This design comes from an exercise in tuning for small area on the open sky130 flow, not from production work. Function was checked by simulation only, so behaviour that the tests miss may differ from the original. Power is estimated from default activity; no workload was simulated.

==> flow/design.v (outline; a module is shown in full before it is edited, if it fits) <==
// module dot_product_top: 2572 lines
// module dp_fa: 10 lines
module dot_product_top (
    input  logic        clk,
    input  logic        reset,
    input  logic        up_valid,
    input  logic        up_last,
    input  logic [63:0] up_data,
    input  logic [63:0] up_weight,
    output logic        dn_valid,
    output logic [15:0] dn_data
);
  // ...
==> flow/flow/run.sh <==
#!/bin/bash
# The standard layout with these changes: synthesis as standard, then every
# combinational cell set to its smallest size (the placer's and router's
# repair steps size up what timing needs); the buffers synthesis inserted are
# removed at floorplan; the port buffers are the smallest plain buffer; and
# non-critical gates are downsized after global routing; clock tree
# synthesis adds no dummy loads.
set -euo pipefail
export BUFFER_PORTS_ARGS="-buffer_cell sky130_fd_sc_hd__buf_1"
export REMOVE_ABC_BUFFERS=1
export RECOVER_POWER=100
export CTS_ARGS="-sink_clustering_enable -repair_clock_nets -dont_use_dummy_load -buf_list sky130_fd_sc_hd__clkbuf_8"
bash standard.sh synth > synth.log 2>&1
SYNTH_ODB=orfs/results/$FLOW_PLATFORM/dot_product_top/base/1_synth.odb openroad -no_init -exit flow/downsize.tcl > downsize.log 2>&1
bash standard.sh > standard.log 2>&1
==> flow/flow/downsize.tcl <==
# Set every combinational cell of the synthesized netlist to its smallest
# drive strength; the layout's own repair steps size up what timing needs.
set odb $::env(SYNTH_ODB)
read_db $odb
set db [ord::get_db]
set block [ord::get_db_block]
set n 0
foreach inst [$block getInsts] {
  set m [[$inst getMaster] getName]
  if { ![regexp {^(sky130_fd_sc_hd__)([a-z0-9]+)_([0-9]+)$} $m -> pfx base drive] } { continue }
  if { [regexp {^(df|edf|sdf|dl|conb|tap|fill|decap|clk)} $base] } { continue }
  if { $drive <= 1 } { continue }
  foreach d {1 0} {
    set t [$db findMaster "${pfx}${base}_${d}"]
    if { $t != "NULL" } {
      $inst swapMaster $t
      incr n
      break
    }
  }
}
puts "downsized $n instances"
write_db $odb
==> flow/standard.sh <==
#!/bin/bash
# synth_recipe.tcl (not shown) runs the flow's synth.tcl, then flattens the netlist and writes it again
# the make line also repeats each setting of config.mk as NAME=value (left out here)
make -C /OpenROAD-flow-scripts/flow DESIGN_CONFIG=/design/flow/config.mk WORK_HOME=/design/flow/orfs CLKGATE_MAP_FILE= SYNTH_SCRIPT=/design/flow/synth_recipe.tcl "${@:-finish}"
==> flow/config.mk <==
export PLATFORM = sky130hd
export DESIGN_NAME = dot_product_top
export DESIGN_NICKNAME = dot_product_top
export VERILOG_FILES = /design/flow/design.v
export SDC_FILE = /design/flow/constraint.sdc
export NUM_CORES = 4
export LEC_CHECK = 0
export ABC_AREA = 1
export CAP_MARGIN = 20
export CORE_MARGIN = 2
export CORE_UTILIZATION = 60
export CTS_BUF_LIST = sky130_fd_sc_hd__clkbuf_8
export GPL_TIMING_DRIVEN = 0
export SETUP_SLACK_MARGIN = 0.05
export SLEW_MARGIN = 20
export SYNTH_HIERARCHICAL = 1
export SYNTH_MINIMUM_KEEP_SIZE = 0
==> flow/constraint.sdc <==
create_clock -name core_clock -period 6.0 [get_ports {clk}]
set_input_delay 1.2000 -clock core_clock [delete_from_list [all_inputs] [get_ports {clk}]]
set_output_delay 1.2000 -clock core_clock [all_outputs]
set_load 0.01 [all_outputs]
==> impl_metrics.tcl, run 1 <==
set metrics [dict create \
    status "finished clean" \
    grtUsageTotal_pct 40.1 \
    tightestPinTransition_ps 1020 \
    tns_ps 0 \
    dieArea_um2 35600 \
    layout_worst_path_cycle_share_pct 99.1 \
    core_um2 33500 \
    fin_cells 2619 \
    grt_pass1_wl_um 105000 \
    power_frac_seq_pct 8.7 \
    synthesis.area_um2 20400 \
    fin_skew_ps 30.3 \
    grt.met2_usage_pct 61.9 \
    drt-wirelength-per-cell_um 26.6 \
    seq_share_pct 7.39 \
    crit_chain "clkbuf_2 > or2_0 > nand2_1 > o21ai_0 > inv_1 > fa_1 > fa_1 > fa_1 > fa_1 > fa_1 > fa_1" \
    die_h_um 189 \
    use_met1_pct 55.3 \
    switchingPower_uw 8610 \
    io_buffers 148 \
    inverters_excl_clock 168 \
    cap_violations 0 \
    maxSlewHeadroom_pct 32.0 \
    drc 0 \
    ctsLongestPathBuffers 2 \
    path_depth 11 \
    vias 17000 \
    whs_path_depth 2 \
    cts_made_buffers 9 \
    busiest_layer "met2" \
    filler_cell_count 2956 \
    cpMaxStageDelayCell "o21ai_0" \
]
==> run 2, diff against run 1 <==
--- a/flow/config.mk
+++ b/flow/config.mk
@@ -12,5 +12,5 @@
 export CTS_BUF_LIST = sky130_fd_sc_hd__clkbuf_8
 export GPL_TIMING_DRIVEN = 0
-export SETUP_SLACK_MARGIN = 0.05
+export SETUP_SLACK_MARGIN = 0.1
 export SLEW_MARGIN = 20
 export SYNTH_HIERARCHICAL = 1
==> impl_metrics.tcl, run 2 <==
set metrics [dict create \
    status "finished clean" \
    worstPathArrival_ps 6150 \
    crit_required_ps 6260 \
    min_from "l1" \
    ctsLongestPathBuffers 2 \
    leakage_uw 0.00895 \
    cpMaxStageDelayCell "o21ai_0" \
    drt_pass1_iterations 6 \
    dieArea_um2 35600 \
    syn_inst 2188 \
    crit_chain "buf_2 > or2_0 > nand2_1 > o21ai_0 > inv_1 > fa_1 > fa_1 > fa_1 > fa_1 > fa_1 > fa_1" \
    cp_num_buf_inv 2 \
    r2r-start "first" \
    cts_made_buffers 9 \
    h-tree-depth 3 \
    avgSynthCellArea_um2 9.34 \
    drv_slew 0 \
    peakVddDrop_uv 565 \
    ys_warn_count 7 \
    antenna_found_initial 0 \
    globalplace.congestion 0.999 \
    fin_util_pct 63.1 \
    path_clk_slew_ps 90 \
    synthesis.area_um2 20400 \
    grt_max_degree 24 \
    hold_viol_final 0 \
    regMostFlops "total" \
    rsz0062_at_grt "true" \
    drc 0 \
    boundaryPins 149 \
    hpwl_um 55300 \
    grtUsageTotal_pct 40.1 \
    clk_root_buffer_cell "clkbuf_8" \
    numClockSinks 70 \
    rows 67 \
    ctsResizeCount 20 \
    cap_violations 0 \
    clock.fmax_ghz 0.170 \
    core_um2 33500 \
    reg2reg_slack_ps 2040 \
    drt-wirelength-per-cell_um 26.6 \
    grt_pass1_vias 16800 \
    grt_pass1_wl_um 105000 \
    cp_top_family "adder cells" \
    largest_reg_flops 16 \
    drt-total-wl_um 69600 \
    worstSetupPathType "in -> reg" \
    maxSlewHeadroom_pct 27.3 \
    io_buffers 148 \
    ant_nets 0 \
    overflow 0 \
    layout_common_cells "fa_1, xor2_1, o22ai_1" \
    worst_setup_path_end_kind "flop" \
    tightestPinTransition_ps 1090 \
    layout_worst_path_cycle_share_pct 98.1 \
    worstPathMaxFanout 22 \
    filler_cell_count 2950 \
    tns_ps 0 \
    critPathLaunch "up_weight[39]" \
    die_h_um 189 \
    fin_skew_ps 29.9 \
    cp-start-kind "input port" \
    cts_setup_buffers 0 \
    cts_hold_buf 0 \
    insertion_delay_ps 380 \
    vias 17000 \
    final_common_cell "fa_1" \
    whs_ps 437 \
    critical_path.max_stage_delay_ps 730 \
    initialDrtViolationCount 1862 \
    die_w_um 189 \
    area_growth_syn_to_layout_pct 3.50 \
    cp_common_cell "fa_1" \
    avgViaCountPerCell 6.48 \
    power.density_nw_per_um2 764 \
    start_util_pct 61.0 \
    min_path_type "reg -> reg" \
    drive_above_1_share_pct 2.40 \
    final_nets 2782 \
    cts_tree "yes" \
    setup_viol 0 \
    period_needed_ps 5890 \
]
-- run 2: cell type report --
class	instances	area, um2	area share [%]
Clock buffer	9	124	0.586
Antenna cell	1	2.50	0.0118
Inverter	168	631	2.98
Sequential cell	70	1560	7.38
Tap cell	448	561	2.65
Timing Repair Buffer	148	648	3.06
Multi-Input combinational cell	1775	17600	83.3
-- run 2: final timing paths --
kind	endpoint	cells past startpoint
setup / recovery	r5_1	11
hold / removal	dn_valid	2
setup reg to reg	total[15]	10
hold reg to reg	dn_valid	2
-- run 2: stage by stage --
| stage | std cells | area (um2) | worst slack [ps] | power (uW) |
|---|---|---|---|---|
| after floorplan | 2013 | 19800 | 778 | 10300 |
| after global placement | 2609 | 20900 | -912 | 15500 |
| after detailed placement | 2609 | 20900 | -686 | 15800 |
| after CTS | 2618 | 21100 | 72.6 | 16100 |
| after global routing | 2618 | 21200 | 61.1 | 17700 |
| final | 2619 | 21200 | 112 | 16200 |
-- run 2: report_power, final --
| group | switching (uW) | internal, uW |
|---|---|---|
| combinational | 8320 | 6150 |
| sequential | 131 | 1270 |
| clock | 167 | 134 |
-- run 2: tightest hold or removal path: stages, from the launching register on --
cell and delay [ps]:
dfxtp_1 320, nand2_1 50, nor2_1 30
-- run 2: layer usage --
metal	global-route usage [%]	wire, um
met5	0	0
met4	17.5	3700
met3	7.82	7780
met2	61.9	31300
met1	55.4	26900
==> run 3, diff against run 2 <==
--- a/flow/config.mk
+++ b/flow/config.mk
@@ -9,5 +9,5 @@
 export CAP_MARGIN = 20
 export CORE_MARGIN = 2
-export CORE_UTILIZATION = 60
+export CORE_UTILIZATION = 50
 export CTS_BUF_LIST = sky130_fd_sc_hd__clkbuf_8
 export GPL_TIMING_DRIVEN = 0
==> impl_metrics.tcl, run 3 <==
set metrics [dict create \
    total_power_uw 16400 \
    p_int_uw 7650 \
    whs_ps 430 \
    power_frac_seq_pct 8.6 \
    clk_root_buffer_cell "clkbuf_8" \
    vias 16900 \
    antenna_found_initial 1 \
    final_common_cell "fa_1" \
    tightestPinTransition_ps 955 \
    peakVddDrop_uv 882 \
    worstPathArrival_ps 6050 \
    ys_warn_count 7 \
    netSwitchingFraction_pct 53.2 \
    numClockSinks 70 \
    power.density_nw_per_um2 769 \
    largest_reg_flops 16 \
    boundaryPins 149 \
    top_layer_used "met5" \
    drt_pass1_iterations 8 \
    wl_met1_um 29700 \
    min_path_type "reg -> reg" \
    crit_required_ps 6200 \
    rsz0062_at_grt "false" \
    start_util_pct 50.4 \
    wl_met2_um 34400 \
    grt_pass1_vias 16700 \
    area_growth_syn_to_layout_pct 4.06 \
    final_nets 2782 \
    drt-wirelength-per-cell_um 27.4 \
    maxSlewHeadroom_pct 36.3 \
    h-tree-depth 3 \
    cts_tree "yes" \
    avgViaCountPerCell 6.24 \
    drt-total-wl_um 73900 \
    antenna_cells 0 \
    fin_skew_ps 28.2 \
    overflow 0 \
    clockPowerShare_pct 1.8 \
    layout_setup_ws_ps 156 \
    initialDrtViolationCount 1733 \
    core_um2 40600 \
    regMostFlops "total" \
    insertion_delay_ps 370 \
    pre_cts_slack_ps -709 \
    grt_pass1_wl_um 108000 \
    path_clk_slew_ps 80 \
    die_h_um 206 \
    grt_max_degree 24 \
    ctsLongestPathBuffers 2 \
    drive_above_1_share_pct 2.72 \
    layout_worst_path_cycle_share_pct 97.4 \
    drv_slew 0 \
    die_w_um 206 \
    leakage_uw 0.00895 \
    dieArea_um2 42500 \
    worst_setup_path_end_kind "flop" \
    worstSetupPathType "in -> reg" \
    rows 74 \
    status "finished clean" \
    hold_viol_final 0 \
    hpwl_um 59100 \
    setup_viol 0 \
    ant_nets 0 \
    clock.fmax_ghz 0.171 \
    syn_inst 2188 \
    dr_wl_met3_um 7040 \
    cap_violations 0 \
    avgSynthCellArea_um2 9.34 \
    switchingPower_uw 8710 \
    synthesis.area_um2 20400 \
    grtUsageTotal_pct 35.3 \
    cts_made_buffers 9 \
    period_needed_ps 5840 \
    drc 0 \
    layout_common_cells "fa_1, xor2_1, o22ai_1" \
    cp-start-kind "input port" \
    io_buffers 148 \
    globalplace.congestion 0.987 \
    worstPathMaxFanout 20 \
    p_comb_share_pct 89.6 \
]
run 3: changes by cell type in the layout (fill, tap and decap cells not counted), moves of 2 or more:
| cell | before | now |
|---|---|---|
| clkbuf_1 | 0 | 2 |
| clkdlybuf4s15_2 | 6 | 3 |
| nand2_1 | 214 | 208 |
| buf_1 | 120 | 118 |
| nand2_2 | 15 | 21 |
run 3: power groups by stage:
stage	sequential [uW]	clock (uW)	combinational (uW)
after floorplan	1420	0	8880
after global placement	1410	0	14200
after detailed placement	1420	0	14500
after CTS	1410	304	14500
after global routing	1440	321	16200
final	1410	297	14700
run 3: final cells by class:
class	instances	area, um2
fill	3739	19300
tap	532	666
sequential	70	1560
inverter	168	631
timing repair buffer	148	637
clock buffer	9	124
multi-input combinational	1775	17700
run 3: worst max-delay path: stages:
cell	delay, ps
clkbuf_2	480
or2_0	210
nand2_1	320
o21ai_0	690
inv_1	160
fa_1	450
fa_1	480
fa_1	520
fa_1	590
fa_1	430
fa_1	480
run 3: timing repair:
item	CTS	global route
gates resized for setup	27	40
hold buffers	0	0
buffers inserted	0	0
setup endpoints to repair	30	17
pin swaps	0	0
run 3: path summary, 6_finish.rpt:
path                     to  slack, ps  cells past startpoint           from
setup / recovery       r5_1        160                     11  up_weight[41]
hold / removal     dn_valid        430                      2             l1
setup reg to reg  total[15]       2040                     10          first
hold reg to reg    dn_valid        430                      2             l1
run 3: per-stage QoR:
step	util [%]	setup TNS, ps	area [um2]	std cells
after global placement	51.8	-23700	21000	2693
after floorplan	-	0	19800	2013
after global routing	52.4	0	21300	2702
final	52.4	0	21300	2702
after CTS	52.4	0	21200	2702
after detailed placement	51.8	-16020	21000	2693
run 3: per-layer routing:
layer	track usage, %	vias up
met5	0	-
met4	11.4	2
met3	6.43	121
met2	57.1	945
met1	48.3	8568
li1	-	7227

## port drivers added, routing unchanged
The flow's constraints put no driver on any port. The routed layouts listed below were extracted and timed again, unchanged, in two steps.
Step 1 sets driving cells, clkbuf_16 on the clock port and buf_2 on the other inputs (assumed; they add their load-dependent delay and slew).
Step 2 adds t to the input delays and takes it off the output delays; t is the mean of the earliest and latest rising clock arrival at the registers after step 1. Input paths then give back, and output paths get back, about the clock's delay inside the block.
Three values: ideal, step 1, step 2; two values: the first two.
run | t (ns) | slack for setup (ns) | hold WS [ns] | worst setup path after step 2 | worst register clock-pin slew, ns
run 1 | 0.407 | 0.053 / 0.074 / -0.333 | 0.437 / 0.437 / 0.437 | input to register | 0.09 / 0.09
run 2 | 0.406 | 0.112 / 0.133 / -0.273 | 0.437 / 0.437 / 0.437 | input to register | 0.09 / 0.09
run 3 | 0.396 | 0.156 / 0.154 / -0.242 | 0.430 / 0.430 / 0.430 | input to register | 0.08 / 0.08
With both steps, setup timing fails in every run listed, where it was met with ideal ports. For run 3, which loses most, drivers alone change the setup slack by -0.002 ns; drivers and shift together by -0.398 ns.
